This design comes from an exercise in tuning for small area, a short achievable clock period and few clock cycles per item on the open sky130 flow, not from production work. No run shown here included a check of the RTL's function; only the layout flow was run. Power figures rest on the tool's default switching activity, not on a simulated workload.

==> flow/design.v <==
`default_nettype none
package lsw_pkg;
  localparam int unsigned PortsDefault        = 8;
  localparam int unsigned TableEntriesDefault = 256;
  localparam int unsigned CmdQueueDepth       = 2;
  localparam int unsigned ResQueueDepth       = 2;
  localparam int unsigned PortMaskW           = 8;
  localparam int unsigned CfgIdxW             = 1;
  localparam int unsigned CfgDataW            = 16;
  localparam logic [CfgIdxW-1:0] CfgSwitchId      = 1'b0;
  localparam logic [CfgIdxW-1:0] CfgControlPeriod = 1'b1;
  localparam logic [7:0]  SwitchIdReset      = 8'd0;
  localparam logic [15:0] ControlPeriodReset = 16'd10;
  localparam logic [1:0] ActNone    = 2'd0;
  localparam logic [1:0] ActForward = 2'd1;
  localparam logic [1:0] ActFlood   = 2'd2;
  localparam logic [1:0] ActControl = 2'd3;
  localparam logic [1:0] SndHost   = 2'd1;
  localparam logic [1:0] SndSwitch = 2'd2;
  typedef enum logic [1:0] {
    OpTick = 2'd0,
    OpCtrl = 2'd1,
    OpData = 2'd2,
    OpDrop = 2'd3
  } op_e;
  typedef struct packed {
    op_e        op;
    logic [2:0] in_port;
    logic [7:0] src;
    logic [7:0] dst;
    logic [1:0] sender_type;
    logic [7:0] adv_root;
    logic [7:0] adv_dist;
    logic       sender_child;
  } cmd_t;
  typedef struct packed {
    logic [1:0]           action;
    logic [2:0]           out_port;
    logic [PortMaskW-1:0] port_mask;
    logic [7:0]           ctl_root;
    logic [7:0]           ctl_dist;
    logic [PortMaskW-1:0] child_mask;
  } result_t;
  localparam int unsigned CmdW = 40;
  localparam int unsigned ResW = 37;
  function automatic logic [PortMaskW-1:0] all_ports(input integer ports);
    integer i;
    all_ports = '0;
    for (i = 0; i < PortMaskW; i = i + 1) begin
      all_ports[i] = (i < ports);
    end
  endfunction
endpackage
`default_nettype wire
`default_nettype none
module learning_switch_with_tree_election_unit #(
  parameter int unsigned PORTS         = lsw_pkg::PortsDefault,
  parameter int unsigned TABLE_ENTRIES = lsw_pkg::TableEntriesDefault
) (
  input  wire                          clk_i,
  input  wire                          rst_ni,
  input  wire                          cfg_we_i,
  input  wire  [lsw_pkg::CfgIdxW-1:0]  cfg_idx_i,
  input  wire  [lsw_pkg::CfgDataW-1:0] cfg_wdata_i,
  input  wire                          push,
  output logic                         full,
  input  wire                          kind_i,
  input  wire  [2:0]                   in_port_i,
  input  wire  [7:0]                   pkt_src_i,
  input  wire  [7:0]                   pkt_dst_i,
  input  wire                          is_control_i,
  input  wire  [1:0]                   sender_type_i,
  input  wire  [7:0]                   adv_root_i,
  input  wire  [7:0]                   adv_dist_i,
  input  wire                          sender_child_i,
  output logic                         empty,
  input  wire                          pop,
  output logic [1:0]                   action_o,
  output logic [2:0]                   out_port_o,
  output logic [7:0]                   port_mask_o,
  output logic [7:0]                   ctl_root_o,
  output logic [7:0]                   ctl_dist_o,
  output logic [7:0]                   child_mask_o
);
  logic       v0_q;
  logic       kind0_q, ctrl0_q, child0_q;
  logic [2:0] port0_q;
  logic [7:0] src0_q, dst0_q, aroot0_q, adist0_q;
  logic [1:0] stype0_q;
  logic       accept;
  assign accept = push && !full;
  always_ff @(posedge clk_i or negedge rst_ni) begin
    if (!rst_ni) v0_q <= 1'b0;
    else         v0_q <= accept;
  end
  always_ff @(posedge clk_i) begin
    kind0_q  <= kind_i;
    ctrl0_q  <= is_control_i;
    child0_q <= sender_child_i;
    port0_q  <= in_port_i;
    src0_q   <= pkt_src_i;
    dst0_q   <= pkt_dst_i;
    aroot0_q <= adv_root_i;
    adist0_q <= adv_dist_i;
    stype0_q <= sender_type_i;
  end
  logic [255:0] tvalid_q;
  logic [2:0]   tport_q [256];
  logic         learn0;
  assign learn0 = v0_q && kind0_q;
  always_ff @(posedge clk_i or negedge rst_ni) begin
    if (!rst_ni) begin
      tvalid_q <= '0;
    end else begin
      for (int i = 0; i < 256; i++) begin
        if (learn0 && src0_q == 8'(i)) tvalid_q[i] <= 1'b1;
      end
    end
  end
  always_ff @(posedge clk_i) begin
    for (int i = 0; i < 256; i++) begin
      if (learn0 && src0_q == 8'(i) && !tvalid_q[i]) tport_q[i] <= port0_q;
    end
  end
  logic       v1_q;
  logic       kind1_q, ctrl1_q, child1_q, host1_q, sw1_q, hit1_q, cov1_q;
  logic [2:0] port1_q, hport1_q;
  logic [7:0] aroot1_q, cand1_q;
  logic [8:0] cand0;
  assign cand0 = {1'b0, adist0_q} + 9'd1;
  always_ff @(posedge clk_i or negedge rst_ni) begin
    if (!rst_ni) v1_q <= 1'b0;
    else         v1_q <= v0_q;
  end
  always_ff @(posedge clk_i) begin
    kind1_q  <= kind0_q;
    ctrl1_q  <= ctrl0_q;
    child1_q <= child0_q;
    host1_q  <= (stype0_q == lsw_pkg::SndHost);
    sw1_q    <= (stype0_q == lsw_pkg::SndSwitch);
    port1_q  <= port0_q;
    aroot1_q <= aroot0_q;
    cand1_q  <= cand0[8] ? 8'hFF : cand0[7:0];
    cov1_q   <= cand0[8];
    hit1_q   <= tvalid_q[dst0_q];
    hport1_q <= tport_q[dst0_q];
  end
  logic [15:0] period_q, period_d;
  logic [7:0]  root_q, root_d;
  logic [7:0]  dist_q, dist_d;
  logic        pknown_q, pknown_d;
  logic [2:0]  pport_q, pport_d;
  logic [7:0]  tree_q, tree_d;
  logic [15:0] tick_q, tick_d;
  logic [15:0] tick_inc;
  logic        fire, upd_lt, upd_eq, set_bit;
  logic [7:0]  in_bit;
  logic [1:0]  r_act;
  logic [19:0] r_pay;
  assign tick_inc = tick_q + 16'd1;
  assign fire     = (tick_inc >= period_q);
  assign in_bit   = 8'd1 << port1_q;
  assign upd_lt   = sw1_q && (aroot1_q < root_q);
  assign upd_eq   = sw1_q && (aroot1_q == root_q) && !cov1_q && (dist_q > cand1_q);
  assign set_bit  = host1_q ||
                    (sw1_q && (upd_lt || upd_eq || (pknown_q && pport_q == port1_q) || child1_q));
  always_comb begin
    period_d = period_q;
    root_d   = root_q;
    dist_d   = dist_q;
    pknown_d = pknown_q;
    pport_d  = pport_q;
    tree_d   = tree_q;
    tick_d   = tick_q;
    r_act    = lsw_pkg::ActNone;
    r_pay    = '0;
    if (v1_q) begin
      if (!kind1_q) begin
        if (fire) begin
          tick_d = '0;
          r_act  = lsw_pkg::ActControl;
          r_pay  = {pport_q, pknown_q, dist_q, root_q};
        end else begin
          tick_d = tick_inc;
        end
      end else if (ctrl1_q) begin
        if (upd_lt) root_d = aroot1_q;
        if (upd_lt || upd_eq) begin
          pknown_d = 1'b1;
          pport_d  = port1_q;
          dist_d   = cand1_q;
        end
        tree_d = set_bit ? (tree_q | in_bit) : (tree_q & ~in_bit);
      end else if (hit1_q) begin
        r_act = lsw_pkg::ActForward;
        r_pay = {17'd0, hport1_q};
      end else begin
        r_act = lsw_pkg::ActFlood;
        r_pay = {12'd0, (pknown_q ? tree_q : 8'hFF) & ~in_bit};
      end
    end
    if (cfg_we_i) begin
      if (cfg_idx_i == lsw_pkg::CfgSwitchId) begin
        root_d   = cfg_wdata_i[7:0];
        dist_d   = '0;
        pknown_d = 1'b0;
        pport_d  = '0;
      end else begin
        period_d = cfg_wdata_i;
      end
    end
  end
  always_ff @(posedge clk_i or negedge rst_ni) begin
    if (!rst_ni) begin
      period_q <= lsw_pkg::ControlPeriodReset;
      root_q   <= lsw_pkg::SwitchIdReset;
      dist_q   <= '0;
      pknown_q <= 1'b0;
      pport_q  <= '0;
      tree_q   <= '0;
      tick_q   <= '0;
    end else begin
      period_q <= period_d;
      root_q   <= root_d;
      dist_q   <= dist_d;
      pknown_q <= pknown_d;
      pport_q  <= pport_d;
      tree_q   <= tree_d;
      tick_q   <= tick_d;
    end
  end
  logic [21:0] q_mem [3];
  logic [1:0]  q_wr_q, q_rd_q, q_cnt_q;
  logic        hv_q;
  logic [2:0]  cnt_q, cnt_d;
  logic        take, q_push, q_pop, head_load;
  logic [21:0] head_src;
  function automatic logic [36:0] decode(input logic [21:0] e);
    logic [1:0]  a;
    logic [19:0] p;
    a = e[21:20];
    p = e[19:0];
    decode = '0;
    decode[36:35] = a;
    unique case (a)
      lsw_pkg::ActForward: decode[34:32] = p[2:0];
      lsw_pkg::ActFlood:   decode[31:24] = p[7:0];
      lsw_pkg::ActControl: begin
        decode[31:24] = 8'hFF;
        decode[23:16] = p[7:0];
        decode[15:8]  = p[15:8];
        decode[7:0]   = p[16] ? (8'd1 << p[19:17]) : 8'd0;
      end
      default: ;
    endcase
  endfunction
  assign take      = !hv_q || pop;
  assign head_load = take && (q_cnt_q != 2'd0 || v1_q);
  assign q_pop     = take && (q_cnt_q != 2'd0);
  assign q_push    = v1_q && !(take && q_cnt_q == 2'd0);
  assign head_src  = (q_cnt_q != 2'd0) ? q_mem[q_rd_q] : {r_act, r_pay};
  always_ff @(posedge clk_i or negedge rst_ni) begin
    if (!rst_ni) begin
      hv_q    <= 1'b0;
      empty   <= 1'b1;
      q_wr_q  <= '0;
      q_rd_q  <= '0;
      q_cnt_q <= '0;
    end else begin
      hv_q  <= head_load || (hv_q && !pop);
      empty <= !(head_load || (hv_q && !pop));
      if (q_push) q_wr_q <= (q_wr_q == 2'd2) ? 2'd0 : q_wr_q + 2'd1;
      if (q_pop)  q_rd_q <= (q_rd_q == 2'd2) ? 2'd0 : q_rd_q + 2'd1;
      if (q_push && !q_pop) q_cnt_q <= q_cnt_q + 2'd1;
      else if (q_pop && !q_push) q_cnt_q <= q_cnt_q - 2'd1;
    end
  end
  always_ff @(posedge clk_i) begin
    if (q_push) q_mem[q_wr_q] <= {r_act, r_pay};
    if (head_load) begin
      {action_o, out_port_o, port_mask_o, ctl_root_o, ctl_dist_o, child_mask_o} <=
        decode(head_src);
    end
  end
  assign cnt_d = cnt_q + {2'd0, accept} - {2'd0, hv_q && pop};
  always_ff @(posedge clk_i or negedge rst_ni) begin
    if (!rst_ni) begin
      cnt_q <= '0;
      full  <= 1'b0;
    end else begin
      cnt_q <= cnt_d;
      full  <= (cnt_d == 3'd4);
    end
  end
endmodule
`default_nettype wire
==> flow/run.sh <==
#!/bin/bash
# synth_recipe.tcl (not shown) runs the flow's synth.tcl, then flattens the netlist and writes it again
# the make line also repeats each setting of config.mk as NAME=value (left out here)
make -C /OpenROAD-flow-scripts/flow DESIGN_CONFIG=/design/flow/config.mk WORK_HOME=/design/flow/orfs CLKGATE_MAP_FILE= SYNTH_SCRIPT=/design/flow/synth_recipe.tcl finish
==> flow/config.mk <==
export PLATFORM = sky130hd
export DESIGN_NAME = learning_switch_with_tree_election_unit
export DESIGN_NICKNAME = learning_switch_with_tree_election_unit
export VERILOG_FILES = /design/flow/design.v
export SDC_FILE = /design/flow/constraint.sdc
export NUM_CORES = 4
export LEC_CHECK = 0
export CAP_MARGIN = 20
export CORE_MARGIN = 2
export CORE_UTILIZATION = 40
export SLEW_MARGIN = 20
==> flow/constraint.sdc <==
create_clock -name core_clock -period 6.0 [get_ports {clk_i}]
set_input_delay 1.2000 -clock core_clock [delete_from_list [all_inputs] [get_ports {clk_i}]]
set_output_delay 1.2000 -clock core_clock [all_outputs]
set_load 0.01 [all_outputs]
==> notes.md, run 1 <==
status=finished clean; RSZ-0062 raised after global routing=no; post-route clock period utilization=79.6%; CP Max Fanout=26; Post-Synth Simple-Gate Area=8.86%; share of post-route cells with drive strength above 1=14.8%; Cells after Synth=3564; CTS tree=built; Fin Clk Skew=56.6 ps; post-synthesis mux area share=4.61%; CTS Buffer Depth=3; synth warn=2; H-Tree Depth=4; endpoints failing hold=0; HPWL Detailed=143000 um; FF+latch area=0.0358 mm^2; Vias=35631; Avg Inst Size Synth=14.4 um^2; largest family of logic cells by synthesized area=compound AO/OA/AOI/OAI gates; asr flop ratio synth=26.0%; syn_nets=3664; area of the multi-input gates=0.0144 mm^2; Cell Rows=131; initial antenna violation count=11; Syn Std Cell Area=0.0511 mm^2; post-synthesis xor/xnor area fraction=0.445%; total leakage power=0.0205 uW; Hold Crit Class=register to register; Pwr Total=20800 uW; Post-CTS Setup Bufs=0; # port buffers=100; Worst setup EP type=register; Final TNS setup=0 ps; die width=362 um; first-pass GRT wire length=279000 um; critical path arrival=5440 ps; number of distinct library cells after synthesis=74; number of fill cells in the layout=11162; Rel. slew slack=8.40%; setup ws final=1220 ps; total gr overflow=0; CTS root buffer=clkbuf_16; clock sinks=1270; Routed Antenna Nets=0; CTS Buf Count=140; total track usage=30.9%; pwr dens=351 mW/mm^2; number of synthesized flops with an enable pin=871; post-DR wirelength/cell=37.3 um; synthesized-area fraction occupied by adder cells=0.944%; via/cell ratio=6.52; chip height=362 um; Skew-Pair Late Insertion Delay=810 ps; WP data required=6660 ps; Initial Util=40.2%; PostCTS Resize Cnt=0; maximum vdd drop=0.000268 V; # DRC=0; Tmin final=4780 ps; Reg clk slew, reported paths=60 ps; dpl ws=1170 ps; final instance area=0.0593 mm^2; Area after DPL=0.0547 mm^2; DIE AREA=0.131 mm^2; DR iter-0 viols=6031; worst-path cell chain=nand3_1 > nor2_1 > nand3_1 > nor4_1 > xor2_1 > ha_1 > nand4_1 > o21ai_0 > o21a_1 > a21oi_1 > buf_4 > nor3b_1 > and3_1; critical path's most frequent cell=nand3_1; critical path startpoint category=register; Seq/Total Area, Yosys=70.0%; Hold-fix buffers, CTS=0; Placeable Area=0.127 mm^2; vias in the first global route=33694; Max-Cap Viols=0; drt first pass iters=6; fmax=209 MHz; max incr delay on CP=940 ps; Worst Max-Slew Pin Slew=1360 ps; top_reg_cell synth=edfxtp_1; type of the worst setup path=register to register; GPL Wtd Cong=1.09; Pins Over Slew Limit=0; Setup Viol. Count Final=0; Area Overhead vs Synth=16.0%; synthesized flop and latch total=1270; compound-gate portion of the synthesized area=12.5%; I/O pin count=101; fin nets=3788; largest net degree at the start of global routing=212; CP max-delay cell=o21a_1; Routed WL=204000 um
critical path, delay by kind of cell, from the launching register on:
kind            cells  cell delay (ps)
compound gates      3             1650
fa+ha+maj           1              320
buf+inv             1              270
xor+xnor            1              140
flops               1              420
simple gates        7             1830
power breakdown:
group | switching [uW] | internal (uW) | total [uW] | leakage (uW)
Combinational | 1250 | 791 | 2040 | 0.00526
Clock | 3720 | 4930 | 8650 | 0.00226
Sequential | 296 | 9840 | 10100 | 0.0129
layout by cell type, fill, tap and decap left out, types with 25 or more instances in the layout:
cell             count
o22ai_1             92
a21oi_1             86
clkinv_2            29
nor4_1              35
o21bai_1           256
edfxtp_1           871
clkdlybuf4s50_1     99
nor2b_1             25
nand2_1            127
a32oi_1             41
dfrtp_1            327
clkbuf_16          145
a22o_1              36
nor3_1             249
inv_1               46
mux2i_1             31
nor2_1             135
nand3_1            128
clkbuf_1            27
o21ai_0             57
ha_1                37
mux4_2              80
nand4_1             49
buf_4              144
a22oi_1            213
dfxtp_1             62
sequential cells by signal (all words and copies together), names as in the netlist, 16 cells and up, named ones only:
signal    flops
tick_q       16
tvalid_q    256
tport_q     768
q_mem        66
period_q     16
cells in the mapped netlist (12+ instances only):
master    number  share of area [%]
nor2b_1       25               0.31
a31oi_1       14               0.17
a221oi_1      21               0.36
xnor2_1       12               0.21
a32oi_1       41               0.70
edfxtp_1     871                 51
nand3_1      132                1.3
clkbuf_1     195                1.4
and2_1        22               0.27
nor2_1       137                1.0
xor2_1        14               0.24
ha_1          37               0.91
nand2_1      139                1.0
nand4_1       49               0.60
nor4_1        37               0.45
a21o_1        13               0.19
a22oi_1      213                3.1
inv_1         46               0.34
buf_1         28               0.21
a21oi_1       86               0.84
nor3_1       272                2.7
o21bai_1     256                3.8
a222oi_1      21               0.41
mux2i_1       31               0.61
a22o_1        36               0.62
dfrtp_1      327                 16
o21ai_0       57               0.56
and3_1        13               0.16
mux2_2        22               0.48
o22ai_1       92                1.1
dfxtp_1       69                2.7
mux4_2        80                3.5
buf_2         31               0.30
through the flow:
step | hold slack [ps] | utilization [%] | cells
after floorplan | 310 | - | 3564
final | 323 | 46.6 | 5469
after global placement | 312 | 43.0 | 5204
after global routing | 334 | 46.6 | 5467
after detailed placement | 314 | 43.0 | 5207
after CTS | 327 | 46.6 | 5466
final timing paths:
kind	startpoint	endpoint	slack, ps	cells past startpoint
min in group asynchronous	rst_ni	tvalid_q[154]	390	1
max in group asynchronous	rst_ni	tvalid_q[192]	4420	2
max	tick_q[0]	child_mask_o[1]	1220	13
min reg2reg	aroot0_q[6]	aroot1_q[6]	320	0
min	aroot0_q[6]	aroot1_q[6]	320	0
max reg2reg	tick_q[0]	child_mask_o[1]	1220	13
kinds of logic (layout without fill, tap and decap cells):
| logic type | Yosys count | in the layout |
|---|---|---|
| adder cells (fa/ha/maj) | 38 | 38 |
| multiplexers | 133 | 133 |
| AND/OR/NAND/NOR | 889 | 889 |
| AO/OA/AOI/OAI | 891 | 891 |
| XOR/XNOR | 26 | 26 |
| flip-flops | 1270 | 1270 |
| other | 0 | 2 |
| buffers and inverters | 317 | 558 |
layout make-up:
| type | count | share of cell area [%] |
|---|---|---|
| sequential | 1270 | 60.4 |
| multi-input combinational | 1977 | 24.3 |
| clock buffer | 185 | 6.59 |
| timing repair buffer | 253 | 3.76 |
| tap | 1662 | 3.51 |
| clock inverter | 74 | 1.14 |
| inverter | 46 | 0.291 |
| antenna | 2 | 0.00844 |
routing by layer:
layer	up-vias	part of all wire, %	global-route usage (%)
met2	2664	43	45.0
met5	-	0.10	0
met3	472	13	9.64
met4	12	5.9	15.1
met1	18220	38	42.0
li1	14263	-	-
==> run 2: changes to the inputs <==
--- a/flow/design.v
+++ b/flow/design.v
@@ -87,5 +87,8 @@
   logic [2:0] port0_q;
-  logic [7:0] src0_q, dst0_q, aroot0_q, adist0_q;
-  logic [1:0] stype0_q;
+  logic [7:0] src0_q, aroot0_q, cand0_q;
+  logic       cov0_q, host0_q, sw0_q;
+  logic [15:0] dhi0_q, dlo0_q;
   logic       accept;
+  logic [8:0] cand_in;
+  assign cand_in = {1'b0, adv_dist_i} + 9'd1;
   assign accept = push && !full;
@@ -101,6 +104,9 @@
     src0_q   <= pkt_src_i;
-    dst0_q   <= pkt_dst_i;
     aroot0_q <= adv_root_i;
-    adist0_q <= adv_dist_i;
-    stype0_q <= sender_type_i;
+    cand0_q  <= cand_in[8] ? 8'hFF : cand_in[7:0];
+    cov0_q   <= cand_in[8];
+    host0_q  <= (sender_type_i == lsw_pkg::SndHost);
+    sw0_q    <= (sender_type_i == lsw_pkg::SndSwitch);
+    dhi0_q   <= 16'd1 << pkt_dst_i[7:4];
+    dlo0_q   <= 16'd1 << pkt_dst_i[3:0];
   end
@@ -128,4 +134,14 @@
   logic [7:0] aroot1_q, cand1_q;
-  logic [8:0] cand0;
-  assign cand0 = {1'b0, adist0_q} + 9'd1;
+  logic [3:0] rd_grp [16];
+  logic [3:0] rd_ent;
+  always_comb begin
+    rd_ent = '0;
+    for (int j = 0; j < 16; j++) begin
+      rd_grp[j] = '0;
+      for (int k = 0; k < 16; k++) begin
+        rd_grp[j] = rd_grp[j] | ({4{dlo0_q[k]}} & {tport_q[16*j+k], tvalid_q[16*j+k]});
+      end
+      rd_ent = rd_ent | ({4{dhi0_q[j]}} & rd_grp[j]);
+    end
+  end
   always_ff @(posedge clk_i or negedge rst_ni) begin
@@ -138,10 +154,10 @@
     child1_q <= child0_q;
-    host1_q  <= (stype0_q == lsw_pkg::SndHost);
-    sw1_q    <= (stype0_q == lsw_pkg::SndSwitch);
+    host1_q  <= host0_q;
+    sw1_q    <= sw0_q;
     port1_q  <= port0_q;
     aroot1_q <= aroot0_q;
-    cand1_q  <= cand0[8] ? 8'hFF : cand0[7:0];
-    cov1_q   <= cand0[8];
-    hit1_q   <= tvalid_q[dst0_q];
-    hport1_q <= tport_q[dst0_q];
+    cand1_q  <= cand0_q;
+    cov1_q   <= cov0_q;
+    hit1_q   <= rd_ent[0];
+    hport1_q <= rd_ent[3:1];
   end
@@ -153,3 +169,3 @@
   logic [7:0]  tree_q, tree_d;
-  logic [15:0] tick_q, tick_d;
+  logic [15:0] tick1_q, tick1_d;   
   logic [15:0] tick_inc;
@@ -159,4 +175,4 @@
   logic [19:0] r_pay;
-  assign tick_inc = tick_q + 16'd1;
-  assign fire     = (tick_inc >= period_q);
+  assign tick_inc = tick1_q + 16'd1;
+  assign fire     = (tick1_q >= period_q);
   assign in_bit   = 8'd1 << port1_q;
@@ -173,3 +189,3 @@
     tree_d   = tree_q;
-    tick_d   = tick_q;
+    tick1_d  = tick1_q;
     r_act    = lsw_pkg::ActNone;
@@ -179,3 +195,3 @@
         if (fire) begin
-          tick_d = '0;
+          tick1_d = 16'd1;
           r_act  = lsw_pkg::ActControl;
@@ -183,3 +199,3 @@
         end else begin
-          tick_d = tick_inc;
+          tick1_d = tick_inc;
         end
@@ -220,3 +236,3 @@
       tree_q   <= '0;
-      tick_q   <= '0;
+      tick1_q  <= 16'd1;
     end else begin
@@ -228,3 +244,3 @@
       tree_q   <= tree_d;
-      tick_q   <= tick_d;
+      tick1_q  <= tick1_d;
     end
--- a/flow/config.mk
+++ b/flow/config.mk
@@ -10,2 +10,3 @@
 export CORE_UTILIZATION = 40
+export SETUP_SLACK_MARGIN = 2.6
 export SLEW_MARGIN = 20
==> run 2 against run 1 <==
  * Critical path depth decreased by 9
  * Setup slack improved by 1200 ps
  * Global-route usage decreased by 9.1 points
  * Synthesized cell count decreased by 4.8%
  * Combinational power decreased by about 10%
  * Area after synthesis decreased by 2.8%
  * Critical endpoint is now tport_q[246][0]
  * Largest cell class unchanged
  * Largest power group unchanged
  * Highest routed layer unchanged
==> notes.md, run 2 <==
status=finished clean (unchanged); DR iter-0 viols=3453 (was 6031); post-DR wirelength/cell=26.8 um (was 37.3 um); largest reg by FF count=tport_q (unchanged); first-pass GRT wire length=207000 um (was 279000 um); Routed WL=140000 um (was 204000 um); CTS root buffer=clkbuf_16 (unchanged); compound-gate portion of the synthesized area=15.3% (was 12.5%); Final TNS setup=0 ps (unchanged); post-synthesis mux area share=0.929% (was 4.61%); number of fill cells in the layout=10802 (was 11162); Reg clk slew, reported paths=60 ps (about the same); # DRC=0 (unchanged); largest area contributor in the netlist=edfxtp_1 (unchanged); WP data required=6360 ps (was 6660 ps); Routed Antenna Nets=0 (unchanged); Skew-Pair Late Insertion Delay=760 ps (was 810 ps); grt met1 use=31.3% (was 42.0%); die width=357 um (was 362 um); area of the multi-input gates=0.0124 mm^2 (was 0.0144 mm^2); layer with the highest usage=met2 (unchanged); top_reg_cell synth=edfxtp_1 (unchanged); CTS tree=built (unchanged); Post-CTS Setup Bufs=0 (unchanged); max incr delay on CP=900 ps (was 940 ps); Cell Rows=129 (was 131); asr flop ratio synth=25.5% (was 26.0%); Tmin final=3610 ps (was 4780 ps); Pins Over Slew Limit=0 (unchanged); drt first pass iters=5 (was 6); number of synthesized flops with an enable pin=871 (unchanged); synth warn=3 (was 2); DIE AREA=0.127 mm^2 (was 0.131 mm^2); met2 GRT Util=34.0% (was 45.0%); chip height=357 um (was 362 um); part of the power in the clock network=40.7% (was 41.5%); final instance area=0.0571 mm^2 (was 0.0593 mm^2); total gr overflow=0 (unchanged); largest net degree at the start of global routing=194 (was 212); Syn Std Cell Area=0.0497 mm^2 (was 0.0511 mm^2); Worst setup EP type=register (unchanged); most instantiated cells after synthesis=edfxtp_1 (871), dfrtp_1 (326), nor3_1 (280) (was edfxtp_1 (871), dfrtp_1 (327), nor3_1 (272)); post-route clock period utilization=60.1% (was 79.6%); Max-Cap Viols=0 (unchanged); NetSw=4930 uW (was 5260 uW); Top Family by Delay on Critical Path=simple AND/OR/NAND/NOR gates (unchanged); H-Tree Depth=4 (unchanged); type of the worst setup path=register to register (unchanged); syn_nets=3493 (was 3664); Worst Max-Slew Pin Slew=1120 ps (was 1360 ps); Rel. slew slack=24.9% (was 8.40%); RSZ-0062 raised after global routing=yes (was no); synthesized-area fraction occupied by adder cells=0.972% (was 0.944%); post-synthesis xor/xnor area fraction=0.370% (was 0.445%); maximum vdd drop=0.000264 V (was 0.000268 V); count leader, synth=edfxtp_1 (unchanged); post-layout util=46.2% (was 46.6%); CP startpoint=v0_q (was tick_q[0]); critical path startpoint category=register (unchanged); vias in the first global route=30882 (was 33694); Avg Inst Size Synth=14.7 um^2 (was 14.4 um^2); I/O pin count=101 (unchanged); commonest cells after routing, fill and taps aside=edfxtp_1 (871), dfrtp_1 (326), nor3_1 (278), o21bai_1 (256), a221oi_1 (208) (was edfxtp_1 (871), dfrtp_1 (327), o21bai_1 (256), nor3_1 (249), a22oi_1 (213)); sequential power share=50.3% (was 48.7%); top cell type's share of synthesized area=52.6% (was 51.1%); commonest non-fill, non-tap cell in the layout=edfxtp_1 (unchanged); Setup Viol. Count Final=0 (unchanged); Area after DPL=0.0526 mm^2 (was 0.0547 mm^2); largest registers=tport_q (768), tvalid_q (256), q_mem (66) (unchanged); via/cell ratio=6.05 (was 6.52); Seq/Total Area, Yosys=73.0% (was 70.0%); CTS Buffer Depth=3 (unchanged); CP max-delay cell=nor3b_1 (was o21a_1); switching part of the total=24.1% (was 25.3%); FF+latch area=0.0364 mm^2 (was 0.0358 mm^2); critical path arrival=3970 ps (was 5440 ps); max reg flops=768 (unchanged); CP Max Fanout=30 (was 26); Cells after Synth=3393 (was 3564); worst-path cell chain=nand2_1 > nor3b_1 > nand2_2 > nor3_1 (was nand3_1 > nor2_1 > nand3_1 > nor4_1 > xor2_1 > ha_1 > nand4_1 > o21ai_0 > o21a_1 > a21oi_1 > buf_4 > nor3b_1 > and3_1); Initial Util=40.3% (was 40.2%); fmax=277 MHz (was 209 MHz); Post-Synth Simple-Gate Area=7.18% (was 8.86%); total leakage power=0.0199 uW (was 0.0205 uW); clock sinks=1295 (was 1270); fin nets=3553 (was 3788); synthesized flop and latch total=1295 (was 1270); HPWL Detailed=84400 um (was 143000 um); Critical R2R Launch=v0_q (was tick_q[0]); Area Overhead vs Synth=14.8% (was 16.0%); total track usage=21.9% (was 30.9%); Buf+Inv Stages, Crit Path=0 (was 1); pwr dens=359 mW/mm^2 (was 351 mW/mm^2); Vias=31499 (was 35631); top cells by area, synth=edfxtp_1 (53%), dfrtp_1 (16%), o21bai_1 (3.9%) (was edfxtp_1 (51%), dfrtp_1 (16%), o21bai_1 (3.8%)); CTS Buf Count=137 (was 140); largest family of logic cells by synthesized area=compound AO/OA/AOI/OAI gates (unchanged); number of distinct library cells after synthesis=57 (was 74); Fin Clk Skew=36.4 ps (was 56.6 ps); share of post-route cells with drive strength above 1=9.56% (was 14.8%); initial antenna violation count=4 (was 11); Int Power=15500 uW (was 15600 uW); Placeable Area=0.123 mm^2 (was 0.127 mm^2); GPL Wtd Cong=0.836 (was 1.09); endpoints failing hold=0 (unchanged); combinational share of power=8.9% (was 9.8%); Hold Crit Class=register to register (unchanged); # port buffers=100 (unchanged); GR Layer Usage met3=3.54% (was 9.64%); Hold Startpoint=aroot0_q[3] (was aroot0_q[6])
-- run 2: changes by cell type after synthesis, moves of 45 or more --
cell | before | now
a221oi_1 | 21 | 208
a22o_1 | 36 | 200
o22ai_1 | 92 | 2
a22oi_1 | 213 | 131
mux4_2 | 80 | 0
nand3_1 | 132 | 54
nor2_1 | 137 | 92
-- run 2: final timing paths --
| check | to | slack (ps) | depth (start not counted) |
|---|---|---|---|
| worst min-delay path | aroot1_q[3] | 320 | 0 |
| worst max register to register | tport_q[246][0] | 2390 | 4 |
| max in group asynchronous | tvalid_q[9] | 4350 | 2 |
| worst max-delay path | tport_q[246][0] | 2390 | 4 |
| min in group asynchronous | tvalid_q[195] | 370 | 1 |
| worst min register to register | aroot1_q[3] | 320 | 0 |
-- run 2: what timing repair did --
action	CTS	global route
hold endpoints to repair	0	0
gates resized for setup	1	3
endpoints found under the setup margin	12	114
hold buffers	0	0
-- run 2: layer usage --
| metal | wire [um] | vias to the layer above |
|---|---|---|
| li1 | - | 13544 |
| met2 | 64700 | 1460 |
| met5 | 27 | - |
| met3 | 11000 | 253 |
| met1 | 59900 | 16238 |
| met4 | 4070 | 4 |
-- run 2: worst register-to-register path, delay by kind of cell (launching register included) --
family | cells | cell delay (ps)
and+or+nand+nor | 4 | 2890
DFF | 1 | 330
-- run 2: through the flow --
stage / hold WS [ps] / total power (uW) / setup slack (ps) / instances
finish: 319 / 20500 / 2390 / 5205
global route: 328 / 21200 / 2260 / 5205
CTS: 321 / 20600 / 2570 / 5202
detailed placement: 312 / 12300 / 2370 / 4949
global placement: 311 / 12300 / 2250 / 4946
floorplan: 310 / 11500 / 2760 / 3393
-- run 2: layout make-up --
cell class / count / area share (%)
flip-flops and latches: 1295 / 63.7
clock buffers: 191 / 6.56
repair buffers: 170 / 2.85
diodes: 1 / 0.00439
inverters: 47 / 0.309
multi-input cells: 1802 / 21.7
clock inverters: 62 / 1.19
well taps: 1637 / 3.59
-- run 2: logic make-up (layout without fill, tap and decap cells) --
kind of cell	count (synthesis)	after routing
other	0	1
multiplexers	44	44
XOR/XNOR	21	21
buffers and inverters	296	470
flip-flops	1295	1295
AO/OA/AOI/OAI	983	983
adder cells (fa/ha/maj)	38	38
AND/OR/NAND/NOR	716	716
-- run 2: power groups by stage --
stage | Sequential, uW | Combinational [uW] | Clock, uW
floorplan | 10400 | 1050 | 0
global placement | 10500 | 1800 | 0
detailed placement | 10500 | 1840 | 0
CTS | 10300 | 1840 | 8460
global route | 10300 | 2030 | 8830
finish | 10300 | 1830 | 8340
==> run 3: changes to the inputs <==
--- a/flow/config.mk
+++ b/flow/config.mk
@@ -10,3 +10,3 @@
 export CORE_UTILIZATION = 40
-export SETUP_SLACK_MARGIN = 2.6
+export SETUP_SLACK_MARGIN = 3.2
 export SLEW_MARGIN = 20
==> run 3 against run 2 <==
  * Critical path depth rose by 1
  * Power rose by 1.3%
  * Setup slack improved by 820 ps
  * Sequential cell count did not move
  * Die area did not move
  * Synthesized cell count did not move
  * Sequential power barely moved
  * Critical endpoint is now hport1_q[0]
==> notes.md, run 3 <==
grt met1 use=31.5% (was 31.3%); post-route clock period utilization=46.5% (was 60.1%); Fin Clk Skew=54.7 ps (was 36.4 ps); Pins Over Slew Limit=0 (unchanged); Cells after Synth=3393 (unchanged); Reg clk slew, reported paths=60 ps (about the same); CTS tree=built (unchanged); Worst R2R Path Depth=5 (was 4); HPWL Detailed=84600 um (was 84400 um); commonest cells after routing, fill and taps aside=edfxtp_1 (871), dfrtp_1 (326), nor3_1 (265), o21bai_1 (256), a221oi_1 (202) (was edfxtp_1 (871), dfrtp_1 (326), nor3_1 (278), o21bai_1 (256), a221oi_1 (208)); Post-Synth Simple-Gate Area=7.18% (unchanged); top cells by area, synth=edfxtp_1 (53%), dfrtp_1 (16%), o21bai_1 (3.9%) (unchanged); layer with the highest usage=met2 (unchanged); Routed WL=143000 um (was 140000 um); R2R Setup Slk=3210 ps (was 2390 ps); largest family of logic cells by synthesized area=compound AO/OA/AOI/OAI gates (unchanged); critical path arrival=3390 ps (was 3970 ps); WP data required=6600 ps (was 6360 ps); Pwr Total=20700 uW (was 20500 uW); Hold Startpoint=ctrl0_q (was aroot0_q[3]); share of post-route cells with drive strength above 1=11.1% (was 9.56%); Final TNS setup=0 ps (unchanged); status=finished clean (unchanged); initial antenna violation count=2 (was 4); CP Max Fanout=36 (was 30); # DRC=0 (unchanged); placed cells=4951 (was 4949); Avg Inst Size Synth=14.7 um^2 (unchanged); max reg flops=768 (unchanged); Placeable Area=0.123 mm^2 (unchanged); pwr dens=360 mW/mm^2 (was 359 mW/mm^2); Rel. slew slack=38.0% (was 24.9%); most instantiated cells after synthesis=edfxtp_1 (871), dfrtp_1 (326), nor3_1 (280) (unchanged); type of the worst setup path=register to register (unchanged); DR iter-0 viols=3584 (was 3453); # port buffers=100 (unchanged); synthesized-area fraction occupied by adder cells=0.972% (unchanged); CTS root buffer=clkbuf_16 (unchanged); post-synthesis mux area share=0.929% (unchanged); syn_nets=3493 (unchanged); post-layout util=46.6% (was 46.2%); post-DR wirelength/cell=27.3 um (was 26.8 um); Initial Util=40.3% (unchanged); first-pass GRT wire length=210000 um (was 207000 um); critical path startpoint category=register (unchanged); total leakage power=0.0202 uW (was 0.0199 uW); Tmin final=2790 ps (was 3610 ps); I/O pin count=101 (unchanged); Post-Layout Cell Count=5217 (was 5205); met2 GRT Util=34.7% (was 34.0%); number of fill cells in the layout=10754 (was 10802); asr flop ratio synth=25.5% (unchanged); GPL Wtd Cong=0.861 (was 0.836); Seq/Total Area, Yosys=73.0% (unchanged); count leader, synth=edfxtp_1 (unchanged); largest area contributor in the netlist=edfxtp_1 (unchanged); n_diodes=0 (was 1); reg-to-reg endpoint=hport1_q[0] (was tport_q[246][0]); fmax=359 MHz (was 277 MHz); largest reg by FF count=tport_q (unchanged); Worst Hold Path Cells=0 (unchanged); worst hold endpoint=ctrl1_q (was aroot1_q[3]); number of distinct library cells after synthesis=57 (unchanged); Area Overhead vs Synth=15.9% (was 14.8%); Worst setup EP type=register (unchanged); synthesized flop and latch total=1295 (unchanged); commonest non-fill, non-tap cell in the layout=edfxtp_1 (unchanged); Worst Max-Slew Pin Slew=930 ps (was 1120 ps); chip height=357 um (unchanged); Setup Viol. Count Final=0 (unchanged); compound-gate portion of the synthesized area=15.3% (unchanged); clock sinks=1295 (unchanged); total track usage=22.3% (was 21.9%); Vias=31595 (was 31499); Hold Slack=319 ps (about the same); largest net degree at the start of global routing=150 (was 194); Skew-Pair Late Insertion Delay=780 ps (was 760 ps); fin nets=3561 (was 3553); top cell type's share of synthesized area=52.6% (unchanged); Max-Cap Viols=0 (unchanged); total gr overflow=0 (unchanged); CP startpoint=dlo0_q[8] (was v0_q); number of synthesized flops with an enable pin=871 (unchanged); largest registers=tport_q (768), tvalid_q (256), q_mem (66) (unchanged); CTS Buf Count=139 (was 137); Critical R2R Launch=dlo0_q[8] (was v0_q); GR Layer Usage met3=4.61% (was 3.54%); maximum vdd drop=0.000317 V (was 0.000264 V); top_reg_cell synth=edfxtp_1 (unchanged); CTS Buffer Depth=3 (unchanged); H-Tree Depth=4 (unchanged); Syn Std Cell Area=0.0497 mm^2 (unchanged); RSZ-0062 raised after global routing=yes (unchanged); Hold Crit Class=register to register (unchanged); endpoints failing hold=0 (unchanged); DIE AREA=0.127 mm^2 (unchanged); drt first pass iters=6 (was 5); via/cell ratio=6.06 (was 6.05); vias in the first global route=31250 (was 30882); synth warn=3 (unchanged); post-synthesis xor/xnor area fraction=0.370% (unchanged); Cell Rows=129 (unchanged); die width=357 um (unchanged); Routed Antenna Nets=0 (unchanged)
run 3: cell type report:
class                   instances  area, um^2  area share, %
flip-flops and latches       1295       36400           63.2
repair buffers                174        1650           2.86
clock buffers                 208        4050           7.02
multi-input cells            1804       12700           22.1
clock inverters                52         569          0.989
inverters                      47         176          0.306
well taps                    1637        2050           3.56
run 3: metal layers:
layer / part of all wire, % / up-vias
met1: 42 / 16208
met5: 0.026 / -
met4: 2.4 / 4
met3: 8.8 / 224
li1: - / 13582
met2: 47 / 1577
run 3: report_power, final:
group	total, uW	switching [uW]	internal, uW
Combinational	1850	1160	694
Sequential	10300	293	10000
Clock	8570	3560	5010
run 3: worst max path at each step:
stage / to / slack, ps
after floorplan: q_mem[2][0] / 2890
after global placement: q_cnt_q[1] / 2400
after detailed placement: out_port_o[2] / 2470
after CTS: hport1_q[0] / 3210
after global routing: tport_q[238][2] / 3150
final: hport1_q[0] / 3210
run 3: what timing repair did:
action | CTS | global route
buffers inserted | 1 | 2
cloned | 1 | 2
hold buffers | 0 | 0
resized for setup | 78 | 40
endpoints found under the setup margin | 365 | 197
pin swaps | 3 | 7
run 3: through the flow:
stage	area (um^2)	worst slack, ps
2_1_floorplan	49700	2890
3_3_place_gp	52600	2400
3_5_place_dp	52600	2470
4_1_cts	57400	3210
5_1_grt	57600	3150
6_report	57600	3210
run 3: logic make-up after synthesis:
| kind of cell | Yosys count |
|---|---|
| AOI/OAI and AO/OA | 983 |
| xor gates and xnor gates | 21 |
| adders and majority gates | 38 |
| buffers and inverters | 296 |
| DFF | 1295 |
| muxes | 44 |
| and+or+nand+nor | 716 |
run 3: worst max-delay path, stage by stage (launching register included):
cell      delay [ps]
dfxtp_4          480
buf_4            410
a221oi_1         540
nand4_1          440
a221oi_4         560
nand4_1          170
==> run 4: changes to the inputs <==
--- a/flow/config.mk
+++ b/flow/config.mk
@@ -10,3 +10,3 @@
 export CORE_UTILIZATION = 40
-export SETUP_SLACK_MARGIN = 3.2
+export SETUP_SLACK_MARGIN = 3.5
 export SLEW_MARGIN = 20
==> run 4 against run 3 <==
  * Still clean on timing, DRC and antenna
  * First-iteration DRC count increased by 13%
  * Die area did not move
  * Sequential share of layout area decreased by 2.0 points
  * Via count rose by 2.8%
  * Final cell count up 1.2%
  * Area after synthesis is the same
  * Sequential power barely moved
  * Worst hold slack got worse by 2.4 ps
  * Non-clock buffer count is 66 higher
  * Sequential cell count is the same
  * Fmax grew 7.2%
  * Clock skew decreased by 17 ps
  * Largest power group unchanged
==> notes.md, run 4 <==
chip height=357 um (unchanged); asr flop ratio synth=25.5% (unchanged); DR iter-0 viols=4057 (was 3584); HPWL Detailed=84600 um (about the same); syn_nets=3493 (unchanged); setup ws final=3400 ps (was 3210 ps); CP Max Fanout=6 (was 36); Area Overhead vs Synth=19.6% (was 15.9%); Pins Over Slew Limit=0 (unchanged); number of synthesized flops with an enable pin=871 (unchanged); Routed WL=153000 um (was 143000 um); CP max-delay cell=dfstp_2 (was a221oi_4); CTS root buffer=clkbuf_16 (unchanged); status=finished clean (unchanged); fmax=384 MHz (was 359 MHz); largest area contributor in the netlist=edfxtp_1 (unchanged); drt first pass iters=5 (was 6); number of distinct library cells after synthesis=57 (unchanged); GPL Wtd Cong=0.857 (was 0.861); Cell Rows=129 (unchanged); Vias=32467 (was 31595); synthesized flop and latch total=1295 (unchanged); Final TNS setup=0 ps (unchanged); Worst Hold Path Cells=0 (unchanged); n_diodes=0 (unchanged); endpoints failing hold=0 (unchanged); most instantiated cells after synthesis=edfxtp_1 (871), dfrtp_1 (326), nor3_1 (280) (unchanged); share of post-route cells with drive strength above 1=19.0% (was 11.1%); top cells by area, synth=edfxtp_1 (53%), dfrtp_1 (16%), o21bai_1 (3.9%) (unchanged); WP data required=6500 ps (was 6600 ps); Top Family by Delay on Critical Path=compound AO/OA/AOI/OAI gates (unchanged); via/cell ratio=6.15 (was 6.06); fin nets=3626 (was 3561); top cell type's share of synthesized area=52.6% (unchanged); Tmin final=2600 ps (was 2790 ps); Avg Inst Size Synth=14.7 um^2 (unchanged); H-Tree Depth=4 (unchanged); Hold-fix buffers, CTS=0 (unchanged); critical path's most frequent cell=nand2b_4 (was nand4_1); Cells after Synth=3393 (unchanged); # DRC=0 (unchanged); critical path arrival=3100 ps (was 3390 ps); Placeable Area=0.123 mm^2 (unchanged); maximum vdd drop=0.000285 V (was 0.000317 V); max incr delay on CP=530 ps (was 560 ps); # port buffers=100 (unchanged); Buf+Inv Stages, Crit Path=3 (was 1); Seq/Total Area, Yosys=73.0% (unchanged); Reg clk slew, reported paths=60 ps (about the same); vias in the first global route=32050 (was 31250); DIE AREA=0.127 mm^2 (unchanged); Fin Clk Skew=37.5 ps (was 54.7 ps); Hold Startpoint=cand0_q[4] (was ctrl0_q); largest reg by FF count=tport_q (unchanged); top_reg_cell synth=edfxtp_1 (unchanged); I/O pin count=101 (unchanged); Initial Util=40.3% (unchanged); largest registers=tport_q (768), tvalid_q (256), q_mem (66) (unchanged); die width=357 um (unchanged); largest net degree at the start of global routing=149 (was 150); RSZ-0062 raised after global routing=yes (unchanged); initial antenna violation count=0 (was 2); critical path startpoint category=register (unchanged); Rel. slew slack=32.8% (was 38.0%); reg-to-reg endpoint=child_mask_o[5] (was hport1_q[0]); Worst Max-Slew Pin Slew=1010 ps (was 930 ps); total track usage=23.7% (was 22.3%); R2R Setup Slk=3400 ps (was 3210 ps); Hold Crit Class=register to register (unchanged); Worst setup EP type=register (unchanged); Setup Viol. Count Final=0 (unchanged); pwr dens=351 mW/mm^2 (was 360 mW/mm^2); first-pass GRT wire length=221000 um (was 210000 um); post-DR wirelength/cell=28.9 um (was 27.3 um); worst hold endpoint=cand1_q[4] (was ctrl1_q); Skew-Pair Late Insertion Delay=760 ps (was 780 ps); post-route clock period utilization=43.4% (was 46.5%); CTS tree=built (unchanged); max reg flops=768 (unchanged); Max-Cap Viols=0 (unchanged); Worst R2R Path Depth=11 (was 5); commonest non-fill, non-tap cell in the layout=edfxtp_1 (unchanged); CTS Buf Count=136 (was 139); commonest cells after routing, fill and taps aside=edfxtp_1 (871), dfrtp_1 (324), o21bai_1 (256), a22o_1 (199), a221oi_1 (191) (was edfxtp_1 (871), dfrtp_1 (326), nor3_1 (265), o21bai_1 (256), a221oi_1 (202)); worst-path cell chain=inv_2 > ha_4 > nand2b_4 > a31oi_4 > o21ai_2 > a211o_4 > buf_6 > buf_4 > a31oi_2 > nand2b_4 > nor2_1 (was buf_4 > a221oi_1 > nand4_1 > a221oi_4 > nand4_1); clock sinks=1295 (unchanged); number of fill cells in the layout=10524 (was 10754); Syn Std Cell Area=0.0497 mm^2 (unchanged); dpl ws=2450 ps (was 2470 ps); total gr overflow=0 (unchanged); count leader, synth=edfxtp_1 (unchanged); total leakage power=0.0207 uW (was 0.0202 uW); Critical R2R Launch=tick1_q[0] (was dlo0_q[8]); Routed Antenna Nets=0 (unchanged); type of the worst setup path=register to register (unchanged); synth warn=3 (unchanged); CTS Buffer Depth=3 (unchanged)
[run 4: cell counts after synthesis]
Identical to the previous run, type by type.
[run 4: where the power goes]
| part | switching, uW | internal, uW | leakage, uW | total, uW |
|---|---|---|---|---|
| clock | 3560 | 4780 | 0.00217 | 8350 |
| sequential | 301 | 10000 | 0.0131 | 10300 |
| combinational | 1330 | 856 | 0.00541 | 2190 |
| total | 5200 | 15600 | 0.0207 | 20800 |
[run 4: cell families (layout without fill, tap and decap cells)]
group           after synthesis  count (layout)  synth area share [%]
flops                      1295            1295                  73.0
fa+ha+maj                    38              38                 0.972
compound gates              983             984                  15.3
mux                          44              44                 0.929
simple gates                716             719                  7.18
buf+inv                     296             541                  2.27
xor+xnor                     21              21                 0.370
[run 4: what timing repair did]
| action | 4_1_cts | 5_1_grt |
|---|---|---|
| buffers inserted | 46 | 23 |
| setup endpoints to repair | 866 | 414 |
| gates cloned | 9 | 1 |
| pin swaps | 24 | 29 |
| gates resized for setup | 348 | 153 |
[run 4: worst max-delay path by stage]
stage          cells after the start  slack, ps         endpoint        start
4_1_cts                            1       3380            empty        empty
3_3_place_gp                       9       2540    out_port_o[2]   tick1_q[0]
6_report                          11       3400  child_mask_o[5]   tick1_q[0]
5_1_grt                           11       3330   port_mask_o[6]  period_q[1]
3_5_place_dp                       9       2450   port_mask_o[1]   tick1_q[0]
2_1_floorplan                      3       3180      q_mem[2][0]          pop
[run 4: final cells by class]
cell class	count	area, um^2	share of cell area (%)
repair buffers	240	2570	4.32
well taps	1637	2050	3.44
multi-input cells	1806	13800	23.2
flip-flops and latches	1295	36400	61.2
clock inverters	57	564	0.949
clock buffers	197	3900	6.56
inverters	47	179	0.301
[run 4: stage by stage]
stage	utilization, %	power (uW)	hold slack, ps	instances	instance area (um^2)
2_1_floorplan	-	11500	310	3393	49800
3_3_place_gp	42.6	12300	312	4946	52600
3_5_place_dp	42.6	12300	314	4946	52600
4_1_cts	47.4	20700	313	5255	58500
5_1_grt	48.2	21500	327	5279	59500
6_report	48.2	20800	317	5279	59500
[run 4: routing by layer]
| metal | wire [um] | part of all wire [%] | track usage, % |
|---|---|---|---|
| met1 | 62300 | 41 | 33.3 |
| met5 | 0 | 0 | 0 |
| met3 | 14700 | 9.6 | 4.92 |
| met2 | 70800 | 46 | 36.8 |
| met4 | 4950 | 3.2 | 7.99 |
==> run 5: changes to the inputs <==
--- a/flow/design.v
+++ b/flow/design.v
@@ -87,3 +87,4 @@
   logic [2:0] port0_q;
-  logic [7:0] src0_q, aroot0_q, cand0_q;
+  logic [7:0] aroot0_q, cand0_q;
+  logic [15:0] shi0_q, slo0_q;
   logic       cov0_q, host0_q, sw0_q;
@@ -103,3 +104,4 @@
     port0_q  <= in_port_i;
-    src0_q   <= pkt_src_i;
+    shi0_q   <= (accept && kind_i) ? (16'd1 << pkt_src_i[7:4]) : 16'd0;
+    slo0_q   <= 16'd1 << pkt_src_i[3:0];
     aroot0_q <= adv_root_i;
@@ -114,4 +116,2 @@
   logic [2:0]   tport_q [256];
-  logic         learn0;
-  assign learn0 = v0_q && kind0_q;
   always_ff @(posedge clk_i or negedge rst_ni) begin
@@ -121,3 +121,3 @@
       for (int i = 0; i < 256; i++) begin
-        if (learn0 && src0_q == 8'(i)) tvalid_q[i] <= 1'b1;
+        if (shi0_q[i/16] && slo0_q[i%16]) tvalid_q[i] <= 1'b1;
       end
@@ -127,3 +127,3 @@
     for (int i = 0; i < 256; i++) begin
-      if (learn0 && src0_q == 8'(i) && !tvalid_q[i]) tport_q[i] <= port0_q;
+      if (shi0_q[i/16] && slo0_q[i%16] && !tvalid_q[i]) tport_q[i] <= port0_q;
     end
==> run 5 against run 4 <==
  * Count of clock-buffer cells in the layout up 22
  * Area after synthesis up 1.4%
  * Routed wire length down 1.3%
  * Sequential power about the same
  * Critical path depth down 10
==> notes.md, run 5 <==
status=finished clean (unchanged); dpl ws=2670 ps (was 2450 ps); first-pass GRT wire length=213000 um (was 221000 um); Initial Util=40.2% (was 40.3%); Area after DPL=0.0532 mm^2 (was 0.0526 mm^2); synthesized flop and latch total=1319 (was 1295); setup ws final=3410 ps (was 3400 ps); Final TNS setup=0 ps (unchanged); H-Tree Depth=4 (unchanged); CTS root buffer=clkbuf_16 (unchanged); pwr dens=358 mW/mm^2 (was 351 mW/mm^2); vias in the first global route=31349 (was 32050); synth warn=3 (unchanged); post-layout util=47.2% (was 48.2%); post-DR wirelength/cell=27.3 um (was 28.9 um); top cell type's share of synthesized area=51.9% (was 52.6%); most instantiated cells after synthesis=edfxtp_1 (871), nor2_1 (383), nand2_1 (328) (was edfxtp_1 (871), dfrtp_1 (326), nor3_1 (280)); chip height=359 um (was 357 um); Worst Max-Slew Pin Slew=1000 ps (was 1010 ps); clock sinks=1319 (was 1295); critical path startpoint category=register (unchanged); CP Max Fanout=1 (was 6); RSZ-0062 raised after global routing=yes (unchanged); # DRC=0 (unchanged); fin nets=3843 (was 3626); HPWL Detailed=85200 um (was 84600 um); max incr delay on CP=520 ps (was 530 ps); total gr overflow=0 (unchanged); DIE AREA=0.129 mm^2 (was 0.127 mm^2); n_diodes=0 (unchanged); total leakage power=0.0227 uW (was 0.0207 uW); Worst Hold Path Cells=0 (unchanged); endpoints failing hold=0 (unchanged); WP data required=4800 ps (was 6500 ps); Avg Inst Size Synth=14.0 um^2 (was 14.7 um^2); placed cells=5195 (was 4946); count leader, synth=edfxtp_1 (unchanged); Reg clk slew, reported paths=60 ps (about the same); Buf+Inv Stages, Crit Path=1 (was 3); critical path arrival=1390 ps (was 3100 ps); final instance area=0.0591 mm^2 (was 0.0595 mm^2); DR iter-0 viols=3318 (was 4057); post-route clock period utilization=43.2% (was 43.4%); Rel. slew slack=32.9% (was 32.8%); share of post-route cells with drive strength above 1=12.8% (was 19.0%); type of the worst setup path=register to output port (was register to register); Seq/Total Area, Yosys=73.0% (about the same); Cells after Synth=3599 (was 3393); via/cell ratio=5.80 (was 6.15); Setup Viol. Count Final=0 (unchanged); Hold-fix buffers, CTS=0 (unchanged); CTS Buf Count=139 (was 136); I/O pin count=101 (unchanged); # port buffers=100 (unchanged); Routed Antenna Nets=0 (unchanged); Post-Layout Cell Count=5512 (was 5279); Fin Clk Skew=60.2 ps (was 37.5 ps); Max-Cap Viols=0 (unchanged); asr flop ratio synth=25.0% (was 25.5%); Syn Std Cell Area=0.0504 mm^2 (was 0.0497 mm^2); total track usage=22.5% (was 23.7%); GPL Wtd Cong=0.829 (was 0.857); syn_nets=3699 (was 3493); drt first pass iters=6 (was 5); top_reg_cell synth=edfxtp_1 (unchanged); commonest cells after routing, fill and taps aside=edfxtp_1 (871), nor2_1 (379), nand2_1 (326), dfrtp_1 (324), nand2b_1 (275) (was edfxtp_1 (871), dfrtp_1 (324), o21bai_1 (256), a22o_1 (199), a221oi_1 (191)); Routed WL=151000 um (was 153000 um); Tmin final=2590 ps (was 2600 ps); largest reg by FF count=tport_q (unchanged); Vias=31958 (was 32467); Placeable Area=0.125 mm^2 (was 0.123 mm^2); die width=359 um (was 357 um); Worst setup EP type=output port (was register); Top Family by Delay on Critical Path=flip-flops (was compound AO/OA/AOI/OAI gates); largest net degree at the start of global routing=192 (was 149); Hold Crit Class=register to register (unchanged); number of synthesized flops with an enable pin=871 (unchanged); CTS tree=built (unchanged); Worst R2R Path Depth=10 (was 11); number of distinct library cells after synthesis=64 (was 57); commonest non-fill, non-tap cell in the layout=edfxtp_1 (unchanged); initial antenna violation count=5 (was 0); largest registers=tport_q (768), tvalid_q (256), q_mem (66) (unchanged); largest area contributor in the netlist=edfxtp_1 (unchanged); number of fill cells in the layout=10824 (was 10524); Skew-Pair Late Insertion Delay=790 ps (was 760 ps); CTS Buffer Depth=3 (unchanged); fmax=386 MHz (was 384 MHz); top cells by area, synth=edfxtp_1 (52%), dfrtp_1 (16%), dfxtp_1 (4.7%) (was edfxtp_1 (53%), dfrtp_1 (16%), o21bai_1 (3.9%)); Cell Rows=130 (was 129); Pins Over Slew Limit=0 (unchanged); CP max-delay cell=dfstp_2 (unchanged); max reg flops=768 (unchanged); WP depth=1 (was 11); Area Overhead vs Synth=17.2% (was 19.6%); maximum vdd drop=0.000299 V (was 0.000285 V); worst-path cell chain=buf_6 (was inv_2 > ha_4 > nand2b_4 > a31oi_4 > o21ai_2 > a211o_4 > buf_6 > buf_4 > a31oi_2 > nand2b_4 > nor2_1)
run 5: changes by cell type in the layout (fill, tap and decap cells not counted), moves of 27 or more:
cell / change
dfxtp_1: +27
nand2b_1: +256
nor3_2: -122
nand2_1: +225
nor2_1: +294
nor3_1: -118
o21bai_1: -256
o21ai_0: -30
run 5: kinds of logic (layout without fill, tap and decap cells):
group           count (synthesis)  count (layout)  synth area share, %
compound gates                709             709                 11.2
mux                            56              56                 1.18
xor+xnor                       25              25                0.435
buf+inv                       259             519                 2.04
fa+ha+maj                      38              38                0.959
flops                        1319            1319                 73.0
simple gates                 1193            1196                 11.2
run 5: where the power goes:
group          switching (uW)  internal [uW]  total (uW)
Combinational            1210            755        1970
Clock                    3650           5050        8700
Sequential                312          10200       10500
run 5: final timing paths:
| check | slack [ps] | start | endpoint |
|---|---|---|---|
| min reg2reg | 320 | aroot0_q[4] | aroot1_q[4] |
| max reg2reg | 3440 | period_q[3] | port_mask_o[7] |
| min in group asynchronous | 420 | rst_ni | tvalid_q[165] |
| max | 3410 | empty | empty |
| max in group asynchronous | 4230 | rst_ni | tvalid_q[236] |
| min | 320 | aroot0_q[4] | aroot1_q[4] |
run 5: per-layer routing:
| layer | vias to the layer above | global-route usage [%] | routed length, um |
|---|---|---|---|
| li1 | 13835 | - | - |
| met1 | 16353 | 30.2 | 61800 |
| met2 | 1480 | 34.9 | 69200 |
| met3 | 284 | 5.77 | 13900 |
| met4 | 6 | 9.31 | 5810 |
| met5 | - | 0 | 34 |
run 5: layout make-up:
class,instances,area [um^2],share of cell area [%]
well taps,1650,2060,3.49
clock buffers,219,4140,7.01
multi-input cells,2024,13100,22.2
inverters,51,191,0.324
flip-flops and latches,1319,36900,62.4
repair buffers,208,2160,3.65
clock inverters,41,558,0.945
run 5: repair_timing:
action                                  4_1_cts  5_1_grt
pin swaps                                    27       36
gates resized for setup                     224       71
gates cloned                                  3        0
endpoints found under the setup margin      149      113
buffers inserted                             28       26
run 5: per-stage QoR:
stage / total power [uW] / hold WS [ps]
2_1_floorplan: 11700 / 310
3_5_place_dp: 12500 / 312
4_1_cts: 21200 / 315
3_3_place_gp: 12500 / 311
6_report: 21200 / 316
5_1_grt: 21900 / 322
==> run 6: changes to the inputs <==
--- a/flow/design.v
+++ b/flow/design.v
@@ -90,3 +90,4 @@
   logic       cov0_q, host0_q, sw0_q;
-  logic [15:0] dhi0_q, dlo0_q;
+  logic [3:0]  dtop0_q, dmid0_q;
+  logic [15:0] dlo0_q;
   logic       accept;
@@ -111,3 +112,4 @@
     sw0_q    <= (sender_type_i == lsw_pkg::SndSwitch);
-    dhi0_q   <= 16'd1 << pkt_dst_i[7:4];
+    dtop0_q  <= 4'd1 << pkt_dst_i[7:6];
+    dmid0_q  <= 4'd1 << pkt_dst_i[5:4];
     dlo0_q   <= 16'd1 << pkt_dst_i[3:0];
@@ -116,10 +118,9 @@
   logic [2:0]   tport_q [256];
+  logic [255:0] twe;
+  always_comb begin
+    for (int i = 0; i < 256; i++) twe[i] = shi0_q[i/16] && slo0_q[i%16] && !tvalid_q[i];
+  end
   always_ff @(posedge clk_i or negedge rst_ni) begin
-    if (!rst_ni) begin
-      tvalid_q <= '0;
-    end else begin
-      for (int i = 0; i < 256; i++) begin
-        if (shi0_q[i/16] && slo0_q[i%16]) tvalid_q[i] <= 1'b1;
-      end
-    end
+    if (!rst_ni) tvalid_q <= '0;
+    else         tvalid_q <= tvalid_q | twe;
   end
@@ -127,3 +128,3 @@
     for (int i = 0; i < 256; i++) begin
-      if (shi0_q[i/16] && slo0_q[i%16] && !tvalid_q[i]) tport_q[i] <= port0_q;
+      if (twe[i]) tport_q[i] <= port0_q;
     end
@@ -131,9 +132,11 @@
   logic       v1_q;
-  logic       kind1_q, ctrl1_q, child1_q, host1_q, sw1_q, hit1_q, cov1_q;
-  logic [2:0] port1_q, hport1_q;
+  logic       kind1_q, ctrl1_q, child1_q, host1_q, sw1_q, hit1, cov1_q;
+  logic [2:0] port1_q, hport1;
   logic [7:0] aroot1_q, cand1_q;
   logic [3:0] rd_grp [16];
+  logic [3:0][3:0] rd_quad;
+  logic [3:0][3:0] quad1_q;
+  logic [3:0] dtop1_q;
   logic [3:0] rd_ent;
   always_comb begin
-    rd_ent = '0;
     for (int j = 0; j < 16; j++) begin
@@ -143,4 +146,13 @@
       end
-      rd_ent = rd_ent | ({4{dhi0_q[j]}} & rd_grp[j]);
     end
+    for (int g = 0; g < 4; g++) begin
+      rd_quad[g] = '0;
+      for (int m = 0; m < 4; m++) begin
+        rd_quad[g] = rd_quad[g] | ({4{dmid0_q[m]}} & rd_grp[4*g+m]);
+      end
+    end
+  end
+  always_comb begin
+    rd_ent = '0;
+    for (int g = 0; g < 4; g++) rd_ent = rd_ent | ({4{dtop1_q[g]}} & quad1_q[g]);
   end
@@ -160,4 +172,4 @@
     cov1_q   <= cov0_q;
-    hit1_q   <= rd_ent[0];
-    hport1_q <= rd_ent[3:1];
+    quad1_q  <= rd_quad;
+    dtop1_q  <= dtop0_q;
   end
@@ -175,2 +187,4 @@
   logic [19:0] r_pay;
+  assign hit1     = rd_ent[0];
+  assign hport1   = rd_ent[3:1];
   assign tick_inc = tick1_q + 16'd1;
@@ -209,5 +223,5 @@
         tree_d = set_bit ? (tree_q | in_bit) : (tree_q & ~in_bit);
-      end else if (hit1_q) begin
+      end else if (hit1) begin
         r_act = lsw_pkg::ActForward;
-        r_pay = {17'd0, hport1_q};
+        r_pay = {17'd0, hport1};
       end else begin
--- a/flow/config.mk
+++ b/flow/config.mk
@@ -10,3 +10,5 @@
 export CORE_UTILIZATION = 40
-export SETUP_SLACK_MARGIN = 3.5
+export CTS_CLUSTER_DIAMETER = 80
+export CTS_CLUSTER_SIZE = 20
+export SETUP_SLACK_MARGIN = 3.7
 export SLEW_MARGIN = 20
==> run 6 against run 5 <==
  * Clock skew is 14 ps lower
  * Routed wire length is 6.2% lower
  * Synthesized cell count is 0.64% higher
  * Die area hardly changed
  * Utilization is 1.6 points lower
  * Critical path type is now register to register
  * Critical path depth is 9 higher
  * Design area is 3.3% lower
  * Count of clock-buffer cells in the layout is 84 lower
  * Non-clock buffer count is 7 higher
  * Fmax is 2.7% lower
  * Area after synthesis hardly changed
==> notes.md, run 6 <==
status=finished clean (unchanged); Placeable Area=0.125 mm^2 (about the same); CTS Buf Count=78 (was 139); critical path arrival=3210 ps (was 1390 ps); CTS Buffer Depth=3 (unchanged); largest area contributor in the netlist=edfxtp_1 (unchanged); Syn Std Cell Area=0.0504 mm^2 (about the same); DR iter-0 viols=3523 (was 3318); total leakage power=0.0219 uW (was 0.0227 uW); CTS root buffer=clkbuf_16 (unchanged); HPWL Detailed=83100 um (was 85200 um); largest reg by FF count=tport_q (unchanged); Hold Crit Class=register to register (unchanged); Cells after Synth=3622 (was 3599); syn_nets=3722 (was 3699); post-DR wirelength/cell=26.1 um (was 27.3 um); first-pass GRT wire length=206000 um (was 213000 um); top_reg_cell synth=edfxtp_1 (unchanged); die width=359 um (about the same); endpoints failing hold=0 (unchanged); Rel. slew slack=28.4% (was 32.9%); DIE AREA=0.129 mm^2 (about the same); Final TNS setup=0 ps (unchanged); RSZ-0062 raised after global routing=yes (unchanged); Reg clk slew, reported paths=90 ps (was 60 ps); commonest non-fill, non-tap cell in the layout=edfxtp_1 (unchanged); commonest cells after routing, fill and taps aside=edfxtp_1 (871), nor2_1 (364), dfrtp_1 (325), nand2_1 (323), nand2b_1 (274) (was edfxtp_1 (871), nor2_1 (379), nand2_1 (326), dfrtp_1 (324), nand2b_1 (275)); total track usage=21.3% (was 22.5%); maximum vdd drop=0.000256 V (was 0.000299 V); CTS tree=built (unchanged); via/cell ratio=5.71 (was 5.80); Initial Util=40.2% (about the same); Cell Rows=130 (unchanged); number of distinct library cells after synthesis=63 (was 64); CP Max Fanout=6 (was 1); WP data required=6540 ps (was 4800 ps); initial antenna violation count=6 (was 5); # port buffers=100 (unchanged); asr flop ratio synth=24.9% (was 25.0%); pwr dens=316 mW/mm^2 (was 358 mW/mm^2); chip height=359 um (about the same); top cell type's share of synthesized area=51.9% (about the same); GPL Wtd Cong=0.793 (was 0.829); drt first pass iters=5 (was 6); Pwr Total=18100 uW (was 21200 uW); vias in the first global route=30493 (was 31349); Worst Max-Slew Pin Slew=1070 ps (was 1000 ps); total gr overflow=0 (unchanged); Max-Cap Viols=0 (unchanged); type of the worst setup path=register to register (was register to output port); # DRC=0 (unchanged); max reg flops=768 (unchanged); n_diodes=0 (unchanged); clock sinks=1327 (was 1319); largest registers=tport_q (768), tvalid_q (256), q_mem (66) (unchanged); post-layout util=45.6% (was 47.2%); synthesized flop and latch total=1327 (was 1319); Worst setup EP type=register (was output port); Vias=30959 (was 31958); critical path startpoint category=register (unchanged); share of post-route cells with drive strength above 1=11.8% (was 12.8%); Skew-Pair Late Insertion Delay=690 ps (was 790 ps); Routed Antenna Nets=0 (unchanged); max incr delay on CP=550 ps (was 520 ps); Area after DPL=0.0533 mm^2 (was 0.0532 mm^2); CP max-delay cell=dfstp_2 (unchanged); top cells by area, synth=edfxtp_1 (52%), dfrtp_1 (16%), dfxtp_1 (5.0%) (was edfxtp_1 (52%), dfrtp_1 (16%), dfxtp_1 (4.7%)); H-Tree Depth=3 (was 4); worst-path cell chain=inv_2 > ha_4 > nand2b_4 > a2111o_1 > a31oi_4 > o211a_4 > nor3_4 > buf_12 > a211o_4 > nor2b_4 (was buf_6); Area Overhead vs Synth=13.3% (was 17.2%); number of synthesized flops with an enable pin=871 (unchanged); Avg Inst Size Synth=13.9 um^2 (was 14.0 um^2); largest net degree at the start of global routing=178 (was 192); fin nets=3809 (was 3843); final instance area=0.0571 mm^2 (was 0.0591 mm^2); Pins Over Slew Limit=0 (unchanged); Fin Clk Skew=46.5 ps (was 60.2 ps); Hold-fix buffers, CTS=0 (unchanged); count leader, synth=edfxtp_1 (unchanged); Tmin final=2660 ps (was 2590 ps); most instantiated cells after synthesis=edfxtp_1 (871), nor2_1 (376), nand2_1 (339) (was edfxtp_1 (871), nor2_1 (383), nand2_1 (328)); Setup Viol. Count Final=0 (unchanged); post-route clock period utilization=44.4% (was 43.2%); I/O pin count=101 (unchanged); fmax=376 MHz (was 386 MHz); Routed WL=141000 um (was 151000 um); R2R Setup Slk=3340 ps (was 3440 ps); Seq/Total Area, Yosys=73.2% (was 73.0%); synth warn=3 (unchanged)
## run 6: changes by cell type after synthesis, moves of 12 or more
cell	change
a21oi_1	-21
a221oi_1	-46
clkbuf_1	+26
o21ai_0	+37
buf_2	-17
a22o_1	-36
and3_1	+12
nand3_1	+42
a22oi_1	+74
nand4_1	-20
## run 6: final timing paths
| check | cells after the start | startpoint | end |
|---|---|---|---|
| worst max-delay path | 10 | tick1_q[0] | child_mask_o[3] |
| worst min-delay path | 0 | cand0_q[7] | cand1_q[7] |
| worst max register to register | 10 | tick1_q[0] | child_mask_o[3] |
| worst min register to register | 0 | cand0_q[7] | cand1_q[7] |
| max in group asynchronous | 2 | rst_ni | tvalid_q[232] |
| min in group asynchronous | 1 | rst_ni | tvalid_q[119] |
## run 6: area by class of cell
type                            count  area, um^2
Clock inverter                     11         150
Fill cell                       11051       68300
Tap cell                         1650        2060
Multi-Input combinational cell   2045       13400
Inverter                           42         158
Sequential cell                  1327       37000
Timing Repair Buffer              215        2140
Clock buffer                      135        2230
## run 6: kinds of logic (layout without fill, tap and decap cells)
kind of cell    after synthesis  in the layout  share of synthesized area [%]
compound gates              705            706                           10.8
xor+xnor                     23             23                          0.399
fa+ha+maj                    38             38                          0.958
buf+inv                     254            403                           1.95
flops                      1327           1327                           73.2
mux                          65             65                           1.35
simple gates               1210           1213                           11.2
## run 6: metrics by stage
stage / hold WS [ps] / worst slack [ps] / instances
2_1_floorplan: 310 / 3380 / 3622
3_3_place_gp: 312 / 2290 / 5208
3_5_place_dp: 312 / 2280 / 5208
4_1_cts: 332 / 3340 / 5395
5_1_grt: 342 / 3300 / 5425
6_report: 331 / 3340 / 5425
## run 6: report_power, final
group | total, uW | switching, uW | internal [uW] | leakage [uW]
Clock | 5610 | 3020 | 2590 | 0.00112
Sequential | 10500 | 328 | 10200 | 0.0134
Combinational | 1920 | 1170 | 750 | 0.00736
Total | 18100 | 4530 | 13500 | 0.0219
## run 6: what timing repair did
item | CTS | global route
setup buffers | 36 | 29
resized for setup | 295 | 102
gates cloned | 5 | 1
pin swaps | 40 | 36
endpoints found under the setup margin | 279 | 259
## run 6: routing by layer
| metal | up-vias | routed length (um) | GRT usage (%) | part of all wire [%] |
|---|---|---|---|---|
| met5 | - | 56 | 0 | 0.040 |
| met4 | 8 | 3880 | 5.40 | 2.7 |
| met3 | 186 | 9730 | 3.09 | 6.9 |
| met2 | 1193 | 67500 | 35.0 | 48 |
| met1 | 15887 | 60100 | 29.9 | 43 |
| li1 | 13685 | - | - | - |
## run 6: critical path: cells and delay by family (launching register included)
family                     cells  cell delay [ps]
AOI/OAI and AO/OA              4             1270
adders and majority gates      1              200
buffers and inverters          2              240
DFF                            1              550
and+or+nand+nor                3              290

Setup slack of run 6, layout unchanged: 3.338 ns with ideal ports, 3.338 ns with driving cells assumed (clock clkbuf_16, inputs buf_2), 3.074 ns with port delays also shifted by the 0.733 ns mid clock arrival.
